This is an optimization exercise on Yosys and OpenROAD, whose aim is small area, a short achievable clock period and few clock cycles, not a production implementation.
At most, simulation tests tie the RTL to the original design; equivalence was not proved.
Power figures rest on the tool's default switching activity, not on a simulated workload.

== red ==
==> flow/design.v <==
module rbc_swap_mem (
  input  logic       clk,
  input  logic       rst,
  input  logic       wr_en,
  input  logic [3:0] wr_sel_lo,
  input  logic [7:0] wr_sel_hi,
  input  logic [4:0] wr_data,
  input  logic [4:0] rd_addr_a,
  output logic [4:0] rd_data_a,
  input  logic [4:0] rd_addr_b,
  output logic [4:0] rd_data_b
);
  logic [4:0] mem [32];
  logic [4:0] d_one, d_zero;
  assign d_one  = wr_data | {5{rst}};
  assign d_zero = wr_data & ~{5{rst}};
  always_ff @(posedge clk) begin
    for (int e = 0; e < 32; e++) begin
      if (rst || (wr_en && wr_sel_lo[e % 4] && wr_sel_hi[e / 4])) begin
        for (int b = 0; b < 5; b++) begin
          mem[e][b] <= e[b] ? d_one[b] : d_zero[b];
        end
      end
    end
  end
  assign rd_data_a = mem[rd_addr_a];
  assign rd_data_b = mem[rd_addr_b];
endmodule
module rotor_byte_cipher (
  input  logic        clk,
  input  logic        rst,
  input  logic        cfg_we,
  input  logic [1:0]  cfg_index,
  input  logic [59:0] cfg_data,
  input  logic        byte_valid,
  output logic        byte_ready,
  input  logic        restart,
  input  logic [7:0]  data_in,
  output logic        code_valid,
  input  logic        code_ready,
  output logic [7:0]  data_out
);
  logic [159:0] keys;
  logic [2:0]   key_zero;    
  logic [4:0] v0, v1, vsum;
  logic [2:0] t0, t1, tsum;
  logic       dirty;         
  logic       sweeping;      
  logic       wr_v, wr_last;
  logic [4:0] wr_data;
  logic [3:0] wr_lo;         
  logic [7:0] wr_hi;         
  logic       sweep_done;    
  logic [2:0] trk_found, trk_done;
  logic [2:0][2:0] trk_gap;   
  logic [2:0] gsum;           
  logic       s1_v, s1_wait, s1_alt;
  logic [4:0] s1_x, s1_xr, s1_kv;
  logic [2:0] s1_t, s1_dh;
  logic       s2_v;
  logic [4:0] s2_a;
  logic [2:0] s2_h;
  logic       o1_v;
  logic [7:0] o1_d;
  logic       rdy;
  logic [4:0] key_v, key_w, key_0, key_31, vsum_w;
  logic [4:0] tab_a, tab_b;
  logic       accept, take, s2_move, s1_move, wr_go, sweep_step;
  logic       gc1, gc2, tc1, tc2;
  logic [2:0] gadd;
  logic [2:0] hit;
  logic [2:0][2:0] gap;       
  logic       s1_v_n, s1_wait_n, s2_v_n, o0_v_n, o1_v_n;
  assign byte_ready = rdy;
  assign accept     = byte_valid && rdy;
  assign take       = code_valid && code_ready;
  assign s2_move    = s2_v && (!o1_v || take);
  assign s1_move    = s1_v && !s1_wait && (!s2_v || s2_move);
  assign wr_go      = wr_v && (!s2_v || !o1_v);
  assign sweep_step = sweeping && (!wr_v || wr_go);
  always_ff @(posedge clk) begin
    if (cfg_we && cfg_index == 2'd0) keys[59:0]    <= cfg_data;
    if (cfg_we && cfg_index == 2'd1) keys[119:60]  <= cfg_data;
    if (cfg_we && cfg_index == 2'd2) keys[159:120] <= cfg_data[39:0];
  end
  function automatic logic [3:0] onehot_lo(input logic [4:0] a);
    onehot_lo = 4'b0001 << a[1:0];
  endfunction
  function automatic logic [7:0] onehot_hi(input logic [4:0] a);
    onehot_hi = 8'b0000_0001 << a[4:2];
  endfunction
  function automatic logic part_zero(input logic [4:0] i, input logic [2:0] z);
    part_zero = (i < 5'd12) ? z[0] : ((i < 5'd24) ? z[1] : z[2]);
  endfunction
  assign vsum_w = ~vsum;
  assign key_v  = part_zero(vsum, key_zero)   ? 5'd0 : keys[vsum*5 +: 5];
  assign key_w  = part_zero(vsum_w, key_zero) ? 5'd0 : keys[vsum_w*5 +: 5];
  assign key_0  = key_zero[0] ? 5'd0 : keys[4:0];
  assign key_31 = key_zero[2] ? 5'd0 : keys[159:155];
  always_comb begin
    for (int k = 0; k < 3; k++) begin
      gap[k] = trk_done[k] ? trk_gap[k] : 3'd0;
    end
    hit[0] = (wr_lo[0] && wr_hi[0]) || (wr_lo[3] && wr_hi[7]);
    hit[1] = (wr_lo[1] && wr_hi[0]) || (wr_lo[2] && wr_hi[7]);
    hit[2] = (wr_lo[2] && wr_hi[0]) || (wr_lo[1] && wr_hi[7]);
    gadd = '0;
    for (int k = 0; k < 3; k++) begin
      if (hit[k] && trk_found[k] && !trk_done[k]) begin
        gadd = gadd | trk_gap[k];
      end
    end
  end
  assign gc1  = (gap[0] == 3'd7);
  assign gc2  = gc1 && (gap[1] == 3'd7);
  assign tc1  = (t0 == 3'd7);
  assign tc2  = tc1 && (t1 == 3'd7);
  assign s1_v_n    = accept || (s1_v && !s1_move);
  assign s1_wait_n = (accept && restart && dirty) || (s1_wait && !sweep_done);
  assign s2_v_n    = s1_move || (s2_v && !s2_move);
  assign o0_v_n    = take ? (o1_v || s2_move) : (code_valid || s2_move);
  assign o1_v_n    = take ? (o1_v && s2_move) : (o1_v || (code_valid && s2_move));
  rbc_swap_mem u_swap_mem (
    .clk       (clk),
    .rst       (rst),
    .wr_en     (wr_go),
    .wr_sel_lo (wr_lo),
    .wr_sel_hi (wr_hi),
    .wr_data   (wr_data),
    .rd_addr_a (data_in[4:0]),
    .rd_data_a (tab_a),
    .rd_addr_b (s2_a),
    .rd_data_b (tab_b)
  );
  always_ff @(posedge clk) begin
    if (rst) begin
      key_zero   <= '1;
      dirty      <= 1'b1;
      sweeping   <= 1'b0;
      wr_v       <= 1'b0;
      sweep_done <= 1'b0;
      s1_v       <= 1'b0;
      s1_wait    <= 1'b0;
      s2_v       <= 1'b0;
      code_valid <= 1'b0;
      o1_v       <= 1'b0;
      rdy        <= 1'b1;
      v0         <= '0;
      v1         <= '0;
      vsum       <= '0;
      t0         <= '0;
      t1         <= '0;
      tsum       <= '0;
    end else begin
      if (take) begin
        if (o1_v) begin
          data_out <= o1_d;
          o1_v     <= s2_move;
          o1_d     <= {s2_h, tab_b};
        end else begin
          code_valid <= s2_move;
          data_out   <= {s2_h, tab_b};
        end
      end else if (s2_move) begin
        if (!code_valid) begin
          code_valid <= 1'b1;
          data_out   <= {s2_h, tab_b};
        end else begin
          o1_v <= 1'b1;
          o1_d <= {s2_h, tab_b};
        end
      end
      if (s1_move) begin
        s2_v <= 1'b1;
        s2_a <= (s1_alt ? s1_xr : s1_x) + s1_kv;
        s2_h <= s1_dh + s1_t;
      end else if (s2_move) begin
        s2_v <= 1'b0;
      end
      if (accept) begin
        s1_v   <= 1'b1;
        s1_x   <= tab_a;
        s1_dh  <= data_in[7:5];
        s1_alt <= 1'b0;
        if (restart) begin
          s1_kv <= key_0;
          v0    <= 5'd1;
          v1    <= 5'd0;
          vsum  <= 5'd1;
          if (dirty) begin
            s1_wait   <= 1'b1;
            s1_alt    <= 1'b1;
            s1_xr     <= data_in[4:0];
            sweeping  <= 1'b1;
            wr_v      <= 1'b1;
            wr_last   <= 1'b0;
            wr_lo     <= onehot_lo(key_0);
            wr_hi     <= onehot_hi(key_0);
            wr_data   <= key_31;
            trk_found <= '0;
            trk_done  <= '0;
            trk_gap   <= '0;
            gsum      <= '0;
          end else begin
            s1_t <= gsum;
            t0   <= gap[0] + 3'd1;
            t1   <= gap[1] + 3'(gc1);
            tsum <= gsum + 3'd1 + 3'(gc1) + 3'(gc2);
          end
        end else begin
          s1_kv <= key_v;
          s1_t  <= tsum;
          v0    <= v0 + 5'd1;
          v1    <= v1 + 5'(v0 == 5'd31);
          vsum  <= vsum + 5'd1 + 5'(v0 == 5'd31) + 5'(v0 == 5'd31 && v1 == 5'd31);
          t0    <= t0 + 3'd1;
          t1    <= t1 + 3'(tc1);
          tsum  <= tsum + 3'd1 + 3'(tc1) + 3'(tc2);
        end
      end else if (s1_move) begin
        s1_v <= 1'b0;
      end
      if (wr_go) begin
        wr_v <= 1'b0;
        gsum <= gsum + gadd;
        for (int k = 0; k < 3; k++) begin
          if (hit[k]) begin
            trk_found[k] <= 1'b1;
            if (!trk_found[k]) begin
              trk_gap[k] <= 3'd1;
            end else begin
              trk_done[k] <= 1'b1;
            end
          end else if (trk_found[k] && !trk_done[k]) begin
            trk_gap[k] <= trk_gap[k] + 3'd1;
          end
        end
      end
      if (sweep_step) begin
        wr_v    <= 1'b1;
        wr_lo   <= onehot_lo(key_v);
        wr_hi   <= onehot_hi(key_v);
        wr_data <= key_w;
        wr_last <= (vsum == 5'd31);
        if (vsum == 5'd31) begin
          sweeping <= 1'b0;
          vsum     <= 5'd1;
        end else begin
          vsum     <= vsum + 5'd1;
        end
      end
      sweep_done <= wr_go && wr_last;
      if (wr_go && wr_last) begin
        s2_a <= s1_xr;
      end
      if (sweep_done) begin
        dirty   <= 1'b0;
        s1_wait <= 1'b0;
        s1_xr   <= tab_b;
        s1_t    <= gsum;
        t0      <= gap[0] + 3'd1;
        t1      <= gap[1] + 3'(gc1);
        tsum    <= gsum + 3'd1 + 3'(gc1) + 3'(gc2);
      end
      if (cfg_we && cfg_index != 2'd3) begin
        dirty <= 1'b1;
        key_zero[cfg_index] <= 1'b0;
      end
      rdy <= !(s1_v_n && s2_v_n && o0_v_n && o1_v_n) && !s1_wait_n;
    end
  end
endmodule
make LEC_CHECK=0 ABC_AREA=1 CAP_MARGIN=20 CORE_MARGIN=2 CORE_UTILIZATION=40 PLACE_DENSITY=0.6 SETUP_SLACK_MARGIN=3.6 SLEW_MARGIN=20 finish   # period 6.0 ns
run.sh (not shown) runs the stock make flow with config.mk's settings and CLKGATE_MAP_FILE= SYNTH_SCRIPT=/design/flow/synth_recipe.tcl, a recipe that flattens the netlist after the stock synthesis.
Relative to red, the following input files were edited for blue:
--- a/flow/design.v
+++ b/flow/design.v
@@ -1,10 +1,9 @@
 module rbc_swap_mem (
   input  logic       clk,
   input  logic       rst,
   input  logic       wr_en,
-  input  logic [3:0] wr_sel_lo,
-  input  logic [7:0] wr_sel_hi,
+  input  logic [4:0] wr_addr,
   input  logic [4:0] wr_data,
   input  logic [4:0] rd_addr_a,
   output logic [4:0] rd_data_a,
   input  logic [4:0] rd_addr_b,
@@ -15,9 +14,9 @@
   assign d_one  = wr_data | {5{rst}};
   assign d_zero = wr_data & ~{5{rst}};
   always_ff @(posedge clk) begin
     for (int e = 0; e < 32; e++) begin
-      if (rst || (wr_en && wr_sel_lo[e % 4] && wr_sel_hi[e / 4])) begin
+      if (rst || (wr_en && wr_addr == 5'(e))) begin
         for (int b = 0; b < 5; b++) begin
           mem[e][b] <= e[b] ? d_one[b] : d_zero[b];
         end
       end
@@ -46,15 +45,12 @@
   logic [2:0] t0, t1, tsum;
   logic       dirty;         
   logic       sweeping;      
   logic       wr_v, wr_last;
-  logic [4:0] wr_data;
-  logic [3:0] wr_lo;         
-  logic [7:0] wr_hi;         
+  logic [4:0] wr_addr, wr_data;
   logic       sweep_done;    
   logic [2:0] trk_found, trk_done;
   logic [2:0][2:0] trk_gap;   
-  logic [2:0] gsum;           
   logic       s1_v, s1_wait, s1_alt;
   logic [4:0] s1_x, s1_xr, s1_kv;
   logic [2:0] s1_t, s1_dh;
   logic       s2_v;
@@ -65,10 +61,10 @@
   logic       rdy;
   logic [4:0] key_v, key_w, key_0, key_31, vsum_w;
   logic [4:0] tab_a, tab_b;
   logic       accept, take, s2_move, s1_move, wr_go, sweep_step;
+  logic [2:0] gsum;
   logic       gc1, gc2, tc1, tc2;
-  logic [2:0] gadd;
   logic [2:0] hit;
   logic [2:0][2:0] gap;       
   logic       s1_v_n, s1_wait_n, s2_v_n, o0_v_n, o1_v_n;
   assign byte_ready = rdy;
@@ -82,14 +78,8 @@
     if (cfg_we && cfg_index == 2'd0) keys[59:0]    <= cfg_data;
     if (cfg_we && cfg_index == 2'd1) keys[119:60]  <= cfg_data;
     if (cfg_we && cfg_index == 2'd2) keys[159:120] <= cfg_data[39:0];
   end
-  function automatic logic [3:0] onehot_lo(input logic [4:0] a);
-    onehot_lo = 4'b0001 << a[1:0];
-  endfunction
-  function automatic logic [7:0] onehot_hi(input logic [4:0] a);
-    onehot_hi = 8'b0000_0001 << a[4:2];
-  endfunction
   function automatic logic part_zero(input logic [4:0] i, input logic [2:0] z);
     part_zero = (i < 5'd12) ? z[0] : ((i < 5'd24) ? z[1] : z[2]);
   endfunction
   assign vsum_w = ~vsum;
@@ -99,19 +89,12 @@
   assign key_31 = key_zero[2] ? 5'd0 : keys[159:155];
   always_comb begin
     for (int k = 0; k < 3; k++) begin
       gap[k] = trk_done[k] ? trk_gap[k] : 3'd0;
+      hit[k] = (wr_addr == 5'(k)) || (wr_addr == 5'(31 - k));
     end
-    hit[0] = (wr_lo[0] && wr_hi[0]) || (wr_lo[3] && wr_hi[7]);
-    hit[1] = (wr_lo[1] && wr_hi[0]) || (wr_lo[2] && wr_hi[7]);
-    hit[2] = (wr_lo[2] && wr_hi[0]) || (wr_lo[1] && wr_hi[7]);
-    gadd = '0;
-    for (int k = 0; k < 3; k++) begin
-      if (hit[k] && trk_found[k] && !trk_done[k]) begin
-        gadd = gadd | trk_gap[k];
-      end
-    end
-  end
+  end
+  assign gsum = gap[0] + gap[1] + gap[2];
   assign gc1  = (gap[0] == 3'd7);
   assign gc2  = gc1 && (gap[1] == 3'd7);
   assign tc1  = (t0 == 3'd7);
   assign tc2  = tc1 && (t1 == 3'd7);
@@ -123,10 +106,9 @@
   rbc_swap_mem u_swap_mem (
     .clk       (clk),
     .rst       (rst),
     .wr_en     (wr_go),
-    .wr_sel_lo (wr_lo),
-    .wr_sel_hi (wr_hi),
+    .wr_addr   (wr_addr),
     .wr_data   (wr_data),
     .rd_addr_a (data_in[4:0]),
     .rd_data_a (tab_a),
     .rd_addr_b (s2_a),
@@ -193,15 +175,13 @@
             s1_xr     <= data_in[4:0];
             sweeping  <= 1'b1;
             wr_v      <= 1'b1;
             wr_last   <= 1'b0;
-            wr_lo     <= onehot_lo(key_0);
-            wr_hi     <= onehot_hi(key_0);
+            wr_addr   <= key_0;
             wr_data   <= key_31;
             trk_found <= '0;
             trk_done  <= '0;
             trk_gap   <= '0;
-            gsum      <= '0;
           end else begin
             s1_t <= gsum;
             t0   <= gap[0] + 3'd1;
             t1   <= gap[1] + 3'(gc1);
@@ -221,26 +201,23 @@
         s1_v <= 1'b0;
       end
       if (wr_go) begin
         wr_v <= 1'b0;
-        gsum <= gsum + gadd;
         for (int k = 0; k < 3; k++) begin
+          if (trk_found[k] && !trk_done[k]) begin
+            trk_gap[k] <= trk_gap[k] + 3'd1;
+          end
           if (hit[k]) begin
             trk_found[k] <= 1'b1;
-            if (!trk_found[k]) begin
-              trk_gap[k] <= 3'd1;
-            end else begin
+            if (trk_found[k]) begin
               trk_done[k] <= 1'b1;
             end
-          end else if (trk_found[k] && !trk_done[k]) begin
-            trk_gap[k] <= trk_gap[k] + 3'd1;
           end
         end
       end
       if (sweep_step) begin
         wr_v    <= 1'b1;
-        wr_lo   <= onehot_lo(key_v);
-        wr_hi   <= onehot_hi(key_v);
+        wr_addr <= key_v;
         wr_data <= key_w;
         wr_last <= (vsum == 5'd31);
         if (vsum == 5'd31) begin
           sweeping <= 1'b0;
Findings:
Against red, blue comes in 0.14 mW lower on total power. Number of clock buffers in the layout went down slightly going from red to blue. Number of global-route vias before repair (blue over red): decrease, 758. blue vs red — overall fraction of global-route tracks in use dropped 2.0 points. Delta(fraction of power consumed by combinational cells, blue - red) < 0. In the metrics for blue and red, the one carrying the higher number of iterations in the first detailed-routing pass is red. Delta (blue minus red): clock network fraction of total power moved up, post-route minimum period moved down. From blue to red, max-slew violation total from the final report did not move at all. Between red and blue, area of placed instances decreased. Where post-route worst setup slack is concerned, red is outperformed by blue. Met3 wirelength from detailed routing, blue vs red: down by more than 10%. In blue relative to red, number of buffers added by the clock tree synthesis step had gone down by a few percent.
Testbench counts of blue, summed over its fixed seeds: cycles 12,417.
Only the layout flow was run in red; the RTL was not checked for function there.

separate check: timing with driven ports:
The flow's constraints put no driver on any port. The routed layouts listed below were extracted and timed again, unchanged, in two steps. Step 1: set_driving_cell puts a clkbuf_16 on clk and a buf_2 on each other input, an assumption about the parent block. Step 2 adds t to the input delays and takes it off the output delays; t is the mean of the earliest and latest rising clock arrival at the registers after step 1. Input paths then give back, and output paths get back, about the clock's delay inside the block. a / b / c = ideal ports / drivers / drivers and shift; a / b = the first two.
| run | t (ns) | setup slack, ns | latest minus earliest clock arrival (ns) |
|---|---|---|---|
| red | 0.670 | 3.553 / 3.553 / 2.975 | 0.051 / 0.051 |
| blue | 0.653 | 3.569 / 3.569 / 3.006 | 0.020 / 0.020 |
After both steps every run listed still meets setup and hold. For red, which loses most, drivers alone change the setup slack by 0.000 ns; drivers and shift together by -0.578 ns.
